This design comes from an exercise in tuning for small area and a short achievable clock period on the open sky130 flow, not from production work. At most, simulation tests tie the RTL to the original design; equivalence was not proved.

Design exec_stage, start of the top module:
module exec_stage #(
  parameter int N = 24,
  parameter int M = 6
) (
  input  logic                clk,
  input  logic                rst,
  input  logic                en,
  input  logic [N-1:0]        rd1, rd2, rd3, pc, imm,
  input  logic [N*M-1:0]      rdv1, rdv2, rdv3,
  input  logic [N*M-1:0]      Forward1, Forward2, Forward3,
  input  logic                Fa, Fb, Fc,
  input  logic [3:0]          aluControl, Rc, opCode,
  input  logic                immSrc, branchFlag, memWrite, memToReg, regWrite, modeSel,
  input  logic [1:0]          opType,
  output logic [17+2*N*M-1:0] bufferOut
);
  localparam int NM = N * M;
  localparam int BW = 17 + 2 * NM;
  logic          isCtrl, ld, hold;
  logic [BW-1:0] q, d;
  assign isCtrl = (opType == 2'b10);
  assign ld     = rst & en;
  assign hold   = rst & ~en;
  logic opAdd, opSub, opAnd, opOr, opXor, opShl, opShr, opMul, opB, opA;
  assign opAdd = (aluControl == 4'b0000);
  assign opSub = (aluControl == 4'b0001);
  assign opAnd = (aluControl == 4'b0010);
  assign opOr  = (aluControl == 4'b0011);
  assign opXor = (aluControl == 4'b0100);
  assign opShl = (aluControl == 4'b0101);
  assign opShr = (aluControl == 4'b0110);
  assign opMul = (aluControl == 4'b0111);
  assign opB   = (aluControl == 4'b1000);
  assign opA   = (aluControl == 4'b1001);
  logic [N-1:0] a   [M];
  logic [N-1:0] b   [M];
  logic [N-1:0] t   [M];
  logic [N-1:0] cmpB, a0x;
  assign cmpB = Fb ? Forward2[N-1:0] : (modeSel ? rdv2[N-1:0] : rd2);
  assign a[0] = Fa ? Forward1[N-1:0] : (modeSel ? rdv1[N-1:0] : rd1);
  assign b[0] = (immSrc | isCtrl) ? imm : cmpB;
  assign t[0] = Fc ? Forward3[N-1:0] : (modeSel ? rdv3[N-1:0] : rd3);
  assign a0x  = isCtrl ? pc : a[0];
  for (genvar k = 1; k < M; k++) begin : g_ops
    assign a[k] = Fa ? Forward1[k*N +: N] : rdv1[k*N +: N];
  ...
Size in the first run: ~11000 cells after synthesis, about 77000 sq um of cells after synthesis.
export LEC_CHECK = 0
export ABC_AREA = 1
export CAP_MARGIN = 20
export CELL_PAD_IN_SITES_DETAIL_PLACEMENT = 2
export CELL_PAD_IN_SITES_GLOBAL_PLACEMENT = 2
export CORE_MARGIN = 2
export CORE_UTILIZATION = 50
export PLACE_DENSITY = 0.6
export SETUP_SLACK_MARGIN = 0.3
export SLEW_MARGIN = 20
create_clock -name core_clock -period 13.0 [get_ports {clk}]
standard.sh (not shown) runs the stock make flow with config.mk's settings and CLKGATE_MAP_FILE= SYNTH_SCRIPT=/design/flow/synth_recipe.tcl, a recipe that flattens the netlist after the stock synthesis.
==> flow/flow/run.sh <==
#!/bin/bash
set -euo pipefail
export BUFFER_PORTS_ARGS="-buffer_cell sky130_fd_sc_hd__buf_1"
bash standard.sh > standard.log 2>&1
The first run ended with an error in global placement on GPL-0301.
Next try:
- CELL_PAD_IN_SITES_DETAIL_PLACEMENT: 2 -> 1
- CELL_PAD_IN_SITES_GLOBAL_PLACEMENT: 2 -> 1
- CORE_UTILIZATION: 50 -> 45
- PLACE_DENSITY: 0.6 -> 0.65
- SETUP_SLACK_MARGIN: 0.3 -> 5
Result:
- The changed run never finished: it broke off in global routing (GRT-0116)
- synthesized area is unchanged
- synthesized cell count is unchanged
No run of this note included a check of the RTL's function; only the layout flow was run.


Another version of the RTL of exec_stage (not shown whole).
Size in the first run: roughly 1300 I/O pins, about 0.077 sq mm of cells after synthesis.
Design exec_stage, start of the top module:
module exec_stage #(
  parameter int N = 24,
  parameter int M = 6
) (
  input  logic                clk,
  input  logic                rst,
  input  logic                en,
  input  logic [N-1:0]        rd1, rd2, rd3, pc, imm,
  input  logic [N*M-1:0]      rdv1, rdv2, rdv3,
  input  logic [N*M-1:0]      Forward1, Forward2, Forward3,
  input  logic                Fa, Fb, Fc,
  input  logic [3:0]          aluControl, Rc, opCode,
  input  logic                immSrc, branchFlag, memWrite, memToReg, regWrite, modeSel,
  input  logic [1:0]          opType,
  output logic [17+2*N*M-1:0] bufferOut
);
  localparam int NM = N * M;
  localparam int BW = 17 + 2 * NM;
  logic          isCtrl, ld, hold;
  logic [BW-1:0] q, d;
  assign isCtrl = (opType == 2'b10);
  assign ld     = rst & en;
  assign hold   = rst & ~en;
  logic opAdd, opSub, opAnd, opOr, opXor, opShl, opShr, opMul, opB, opA;
  assign opAdd = (aluControl == 4'b0000);
  assign opSub = (aluControl == 4'b0001);
  assign opAnd = (aluControl == 4'b0010);
  assign opOr  = (aluControl == 4'b0011);
  assign opXor = (aluControl == 4'b0100);
  assign opShl = (aluControl == 4'b0101);
  assign opShr = (aluControl == 4'b0110);
  assign opMul = (aluControl == 4'b0111);
  assign opB   = (aluControl == 4'b1000);
  assign opA   = (aluControl == 4'b1001);
  logic [N-1:0] a   [M];
  logic [N-1:0] b   [M];
  logic [N-1:0] t   [M];
  logic [N-1:0] cmpB, pcImm;
  ...
==> flow/config.mk <==
export PLATFORM = sky130hd
export DESIGN_NAME = exec_stage
export DESIGN_NICKNAME = exec_stage
export VERILOG_FILES = /design/flow/design.v
export SDC_FILE = /design/flow/constraint.sdc
export NUM_CORES = 4
export LEC_CHECK = 0
export ABC_AREA = 1
export CAP_MARGIN = 20
export CELL_PAD_IN_SITES_DETAIL_PLACEMENT = 1
export CELL_PAD_IN_SITES_GLOBAL_PLACEMENT = 1
export CORE_MARGIN = 2
export CORE_UTILIZATION = 38
export PLACE_DENSITY = 0.6
export SETUP_SLACK_MARGIN = 4
export SLEW_MARGIN = 20
==> flow/constraint.sdc <==
create_clock -name core_clock -period 13.0 [get_ports {clk}]
set_input_delay 2.6000 -clock core_clock [delete_from_list [all_inputs] [get_ports {clk}]]
set_output_delay 2.6000 -clock core_clock [all_outputs]
set_load 0.01 [all_outputs]
Scripts as last shown in full above: flow/flow/run.sh
Then changed:
Settings changed: CORE_UTILIZATION 38 to 32, PLACE_DENSITY 0.6 to 0.55.
=> The new run finished with timing, DRC and antenna clean; clock skew stays the same; via count fell by 2.9%; final cell count rose by 5.1%; die area rose by 19%; maximum frequency rose by 3.4%; worst hold slack loses 6.5 ps; clock-buffer cell count rose by 14; routed wire length rose by 0.45%; cell area rose by 5.6%.


the reference run:
exec_stage, a different RTL version from the one above (not shown whole).
For scale: about 310 flip-flops, ~78000 um^2 of cells after synthesis.
## exec_stage
module exec_stage #(
  parameter int N = 24,
  parameter int M = 6
) (
  input  logic                clk,
  input  logic                rst,
  input  logic                en,
  input  logic [N-1:0]        rd1, rd2, rd3, pc, imm,
  input  logic [N*M-1:0]      rdv1, rdv2, rdv3,
  input  logic [N*M-1:0]      Forward1, Forward2, Forward3,
  input  logic                Fa, Fb, Fc,
  input  logic [3:0]          aluControl, Rc, opCode,
  input  logic                immSrc, branchFlag, memWrite, memToReg, regWrite, modeSel,
  input  logic [1:0]          opType,
  output logic [17+2*N*M-1:0] bufferOut
);
clock: 13.0 ns
lec_check: 0
abc_area: 1
cap_margin: 20
cell_pad_in_sites_detail_placement: 1
cell_pad_in_sites_global_placement: 1
core_margin: 2
core_utilization: 38
place_density: 0.6
setup_slack_margin: 4
slew_margin: 20
synth_hierarchical: 1
Scripts as last shown in full above: flow/flow/run.sh
Modified inputs, the trial run compared to the reference run
- swapping 0.6 for 0.65 in PLACE_DENSITY
- clearing SYNTH_HIERARCHICAL, which used to be 1
- swapping 38 for 45 in CORE_UTILIZATION
[summary]
The trial run terminated abnormally: global routing (5_1_grt) reported GRT-0232. [the trial run] number of setup buffers added after CTS rose about 10% relative to the reference run. Summary of the trial run over the reference run: number of gates resized after cts now sits lower, sequential cell area fraction in the yosys report flat, total half-perimeter wirelength after legalization and detailed placement increased by 23000 um relative to the old numbers, area after synthesis moved down. On post-synthesis compound-gate area fraction, the trial run and the reference run are neck and neck. Going from the reference run to the trial run, the count of different cell masters after synthesis was found to have gone up by 21. The reference run and the trial run ended up with roughly the same number of flip-flops and latches in the synthesized netlist.
No functional check of the RTL was part of any run of this note.


exec_stage, a different RTL version from the one above (not shown whole).
Size: about 12000 cells after synthesis, roughly 1300 I/O pins, roughly 80000 um^2 of cells after synthesis.
clock: 13.0 ns
lec_check: 0
abc_area: 1
cap_margin: 30
cell_pad_in_sites_detail_placement: 1
cell_pad_in_sites_global_placement: 1
core_margin: 2
core_utilization: 38
place_density: 0.6
setup_slack_margin: 4.5
slew_margin: 30
synth_hierarchical: 1
Scripts as last shown in full above: flow/flow/run.sh
Next try:
- SETUP_SLACK_MARGIN: 4.5 -> 4
The new run went through all stages and came out clean.
Critical path depth is lower by 4.
Worst setup slack gets worse by 46 ps.
Core utilization is lower by 2.1 points.
Synthesized area is unchanged.
Cell area is lower by 4.4%.

==> separate check: timing with driven ports <==
How much do the figures lean on ideal ports? The routed layouts below were timed once more, with nothing changed but the port constraints. Step 1 sets driving cells, clkbuf_16 on the clock port and buf_2 on the other inputs (assumed; they add their load-dependent delay and slew). Step 2 also shifts input and output timing later by t, the mid clock arrival at the registers, as if the neighbouring blocks saw the same clock. Three values: no drivers, after step 1, after step 2; two values: the first two.
run | shift t [ns] | slack for setup (ns) | hold slack, ns | worst data-port slew with drivers (ns)
the first run of note 2 | 0.780 | 3.357 / 3.189 / 2.409 | 0.458 / 0.458 / 0.458 | 0.28
the second run of note 2 | 0.818 | 3.671 / 3.534 / 2.717 | 0.451 / 0.451 / 0.451 | 0.41
the reference run | 0.815 | 3.435 / 3.246 / 2.431 | 0.452 / 0.452 / 0.452 | 0.47
the first run of note 4 | 0.843 | 3.787 / 3.572 / 2.729 | 0.452 / 0.452 / 0.452 | 0.55
the second run of note 4 | 0.869 | 3.742 / 3.688 / 2.820 | 0.457 / 0.457 / 0.457 | 0.50
After both steps every run listed still meets setup and hold. The setup slack of the first run of note 4, which loses most, moves by -0.215 ns with the drivers and by -1.058 ns with both steps.
